This design comes from an exercise in tuning for small area on the open sky130 flow, not from production work. RTL that was checked went through simulation tests only; none was proved equivalent to the original. No activity file was given, so power comes from the tool's default toggle rates.

// adventureTop
module adventureTop (
	input  logic       turn,
	input  logic       rst,
	input  logic [3:0] buttons,
	input  adventurePkg::pixelX_t    pixelX,
	input  adventurePkg::pixelY_t    pixelY,
	input  logic       blank,
	input  adventurePkg::color_t     mapPixel,
	output adventurePkg::color_t     color,
	output adventurePkg::roomCoord_t roomX,
	output adventurePkg::roomCoord_t roomY,
	output adventurePkg::color_t     roomColor
);
	localparam int KX = -16;
	localparam int KY = -20;
	localparam int OX = 15 - KX;   
	localparam int QY = -KY;       
	logic [3:0] count;
	logic       step;
	logic       bump;
	logic [9:0] px_n, cx_n, ox_n;
	logic [8:0] py_n, cy_n, oy_n;
	logic       yU, bU;
	logic [1:0] held;
	logic [3:0] rc;      
	function automatic logic [9:0] add10(input logic [9:0] a, input logic [9:0] b);
		logic c;
		c = 1'b0;
		for (int i = 0; i < 10; i++) begin
			add10[i] = a[i] ^ b[i] ^ c;
			c = (a[i] & b[i]) | (a[i] & c) | (b[i] & c);
		end
	endfunction
	function automatic logic [8:0] add9(input logic [8:0] a, input logic [8:0] b);
		logic c;
		c = 1'b0;
		for (int i = 0; i < 9; i++) begin
			add9[i] = a[i] ^ b[i] ^ c;
			c = (a[i] & b[i]) | (a[i] & c) | (b[i] & c);
		end
	endfunction
	function automatic logic [6:0] add6(input logic [5:0] a, input logic [5:0] b);
		logic c;
		c = 1'b0;
		for (int i = 0; i < 6; i++) begin
			add6[i] = a[i] ^ b[i] ^ c;
			c = (a[i] & b[i]) | (a[i] & c) | (b[i] & c);
		end
		add6[6] = c;
	endfunction
	function automatic logic [5:0] add5(input logic [4:0] a, input logic [4:0] b);
		logic c;
		c = 1'b0;
		for (int i = 0; i < 5; i++) begin
  ...
export LEC_CHECK = 0
export CAP_MARGIN = 0
export CORE_MARGIN = 2
export CORE_UTILIZATION = 70
export CTS_BUF_LIST = sky130_fd_sc_hd__clkbuf_8
export GPL_TIMING_DRIVEN = 0
export SETUP_SLACK_MARGIN = 0.08
export SLEW_MARGIN = 0
create_clock -name core_clock -period 5.0 [get_ports {turn}]
standard.sh (not shown) runs the stock make flow with config.mk's settings and CLKGATE_MAP_FILE= SYNTH_SCRIPT=/design/flow/synth_recipe.tcl, a recipe that flattens the netlist after the stock synthesis.
==> flow/flow/run.sh <==
#!/bin/bash
# Layout flow: the standard flow, except that the port buffers are the
# smallest buffer cell and clock tree synthesis uses larger sink clusters and
# no dummy loads. The flow's output goes to standard.log here; each step's
# log is kept in orfs/logs/ by the flow scripts.
set -o pipefail
bash standard.sh finish "BUFFER_PORTS_ARGS=-buffer_cell sky130_fd_sc_hd__buf_1" \
	"CTS_ARGS=-sink_clustering_enable -repair_clock_nets -buf_list sky130_fd_sc_hd__clkbuf_8 -dont_use_dummy_load -sink_clustering_size 20 -sink_clustering_max_diameter 80" \
	> standard.log 2>&1
Change:
--- a/flow/design.v
+++ b/flow/design.v
@@ -72,25 +72,25 @@
 	input  logic       rst,
 	input  logic [3:0] buttons,
 	input  adventurePkg::pixelX_t    pixelX,
 	input  adventurePkg::pixelY_t    pixelY,
 	input  logic       blank,
 	input  adventurePkg::color_t     mapPixel,
 	output adventurePkg::color_t     color,
 	output adventurePkg::roomCoord_t roomX,
 	output adventurePkg::roomCoord_t roomY,
 	output adventurePkg::color_t     roomColor
 );
 	localparam int KX = -16;
-	localparam int KY = -20;
+	localparam int KY = -15;
 	localparam int OX = 15 - KX;   
 	localparam int QY = -KY;       
 	logic [3:0] count;
 	logic       step;
 	logic       bump;
 	logic [9:0] px_n, cx_n, ox_n;
 	logic [8:0] py_n, cy_n, oy_n;
 	logic       yU, bU;
 	logic [1:0] held;
 	logic [3:0] rc;      
 	function automatic logic [9:0] add10(input logic [9:0] a, input logic [9:0] b);
 		logic c;
@@ -292,26 +292,51 @@
 			end
 		end
 	end
 	always_ff @(posedge turn) begin
 		if (rst) begin
 			count <= '0;
 			step <= 1'b0;
 		end else begin
 			count <= count + 4'd1;
 			step <= count == 4'd15;
 		end
 	end
+	logic [3:0] rightRoomX, rightRoomY, leftRoomX, leftRoomY;
 	logic [9:0] nX;
 	logic [8:0] nY;
+	always_comb begin
+		rightRoomX = incR(roomX);
+		rightRoomY = roomY;
+		leftRoomX = decR(roomX);
+		leftRoomY = roomY;
+		if (isR(roomX, 1) && isR(roomY, 6)) begin
+			rightRoomX = 4'd1;
+			rightRoomY = 4'd4;
+			leftRoomX = 4'd2;
+			leftRoomY = 4'd4;
+		end else if (isR(roomX, 2) && isR(roomY, 5)) begin
+			rightRoomX = 4'd1;
+			rightRoomY = 4'd5;
+		end else if (isR(roomX, 2) && isR(roomY, 4)) begin
+			rightRoomX = 4'd1;
+			rightRoomY = 4'd6;
+		end else if (isR(roomX, 1) && isR(roomY, 5)) begin
+			leftRoomX = 4'd2;
+			leftRoomY = 4'd5;
+		end else if (isR(roomX, 1) && isR(roomY, 4)) begin
+			leftRoomX = 4'd1;
+			leftRoomY = 4'd6;
+		end
+	end
 	function automatic logic [9:0] move10(input logic [9:0] x, input logic mv, input logic neg,
 			input logic big);
 		logic down, c3, inc, dec, t, z;
 		down = neg ^ big;
 		c3 = down ? (x[2:0] != 3'd0) : (x[2:0] == 3'd7);
 		inc = mv && !neg && c3;
 		dec = mv && neg && !c3;
 		move10[2:0] = !mv ? x[2:0] : down ? x[2:0] - 3'd1 : x[2:0] + 3'd1;
 		t = 1'b1;
 		z = 1'b1;
 		for (int i = 3; i < 10; i++) begin
 			move10[i] = x[i] ^ ((inc && t) || (dec && z));
@@ -340,46 +365,45 @@
 	always_comb begin
 		mvX = step && ((buttons[3] && pxIn(px_n, 17, 1023)) || (buttons[0] && pxIn(px_n, 0, 623)));
 		negX = (buttons[3] && pxIn(px_n, 17, 1023)) ? bump : !bump;
 		nX = move10(px_n, mvX, negX, bump);
 		mvY = step && ((buttons[2] && pyIn(py_n, 11, 511)) || (buttons[1] && pyIn(py_n, 0, 469)));
 		negY = (buttons[2] && pyIn(py_n, 11, 511)) ? bump : !bump;
 		nY = move9(py_n, mvY, negY, bump);
 		goR = step && pxIn(px_n, 624, 1023) && !isR(roomX, 8);
 		goD = step && !goR && pyIn(py_n, 470, 511) && !isR(roomY, 8);
 		goU = step && !goR && !goD && pyIn(py_n, 0, 10) && !isR(roomY, 0);
 		goL = step && !goR && !goD && !goU && pxIn(px_n, 0, 16) && !isR(roomX, 0);
 	end
-	logic xUp, xDown, ySwap;
-	always_comb begin
-		xUp = (goR && !(isR(roomX, 1) && isR(roomY, 6))
-				&& !(isR(roomX, 2) && (isR(roomY, 4) || isR(roomY, 5))))
-			|| (goL && isR(roomX, 1) && (isR(roomY, 5) || isR(roomY, 6)));
-		xDown = (goR && isR(roomX, 2) && (isR(roomY, 4) || isR(roomY, 5)))
-			|| (goL && !(isR(roomX, 1) && (isR(roomY, 4) || isR(roomY, 5) || isR(roomY, 6))));
-		ySwap = (goR && ((isR(roomX, 1) && isR(roomY, 6)) || (isR(roomX, 2) && isR(roomY, 4))))
-			|| (goL && isR(roomX, 1) && (isR(roomY, 4) || isR(roomY, 6)));
-	end
 	always_ff @(posedge turn) begin
 		if (rst) begin
 			px_n <= pxRep(START_X);
 			py_n <= pyRep(START_Y);
 			roomX <= START_ROOM_X;
 			roomY <= START_ROOM_Y;
 			rc <= roomCode(START_ROOM_X, START_ROOM_Y);
 		end else begin
 			px_n <= goR ? pxRep(ENTRY_LEFT) : goL ? pxRep(ENTRY_RIGHT) : nX;
 			py_n <= goD ? pyRep(ENTRY_TOP) : goU ? pyRep(ENTRY_BOTTOM) : nY;
-			roomX <= xUp ? incR(roomX) : xDown ? decR(roomX) : roomX;
-			roomY <= goD ? incR(roomY) : goU ? decR(roomY) : {roomY[3:2], roomY[1] ^ ySwap, roomY[0]};
+			if (goR) begin
+				roomX <= rightRoomX;
+				roomY <= rightRoomY;
+			end else if (goD) begin
+				roomY <= incR(roomY);
+			end else if (goU) begin
+				roomY <= decR(roomY);
+			end else if (goL) begin
+				roomX <= leftRoomX;
+				roomY <= leftRoomY;
+			end
 			if (step)
 				rc <= roomCode(roomX, roomY);
 		end
 	end
 	logic onO, atUnlock, pickO, pick;
 	logic [9:0] dkX;
 	logic [8:0] dkY;
 	assign dkX = add10(ox_n, ~px_n);
 	assign dkY = add9(oy_n, ~py_n);
 	assign onO = !pxIn(ox_n, 977, 1008) && in10(dkX, 15, 45)
 		&& in9(oy_n, -503 - KY, -4 - KY) && in9(dkY, -4, 6);
 	assign atUnlock = pxIn(px_n, 289, 351) && pyIn(py_n, 0, 359);
Synthesized area rises by 2.6%.
Clock power stays flat.
Sequential share of layout area falls by 0.48 points.
Power falls by 0.68%.
Final area rises by 2.0%.
Worst hold slack degrades by 0.012 ns.
Core utilization falls by 1.6 points.
Clock skew falls by 0.0043 ns.
The RTL of the second run of this note was laid out without a check of its function.

[separate check: timing with driven ports]
Ports are ideal in the flow. The routed layouts listed here were re-timed in OpenROAD.
Step 1 assumes that a clkbuf_16 drives the clock port and a buf_2 every other input.
Step 2 adds t to the input delays and takes it off the output delays; t is the mean of the earliest and latest rising clock arrival at the registers after step 1. Input paths then give back, and output paths get back, about the clock's delay inside the block.
Three values: no drivers, after step 1, after step 2; two values: the first two.
run | t (ns) | setup WS [ns] | hold slack, ns | worst setup path at the end
the first run | 0.394 | 0.185 / 0.194 / -0.200 | 0.468 / 0.468 / 0.468 | input to register
the second run | 0.389 | 0.208 / 0.208 / -0.145 | 0.456 / 0.456 / 0.456 | input to register
Met with ideal ports but missed after step 2: setup timing in the first run and the second run. For the first run, which loses most, drivers alone change the setup slack by +0.009 ns; drivers and shift together by -0.385 ns.
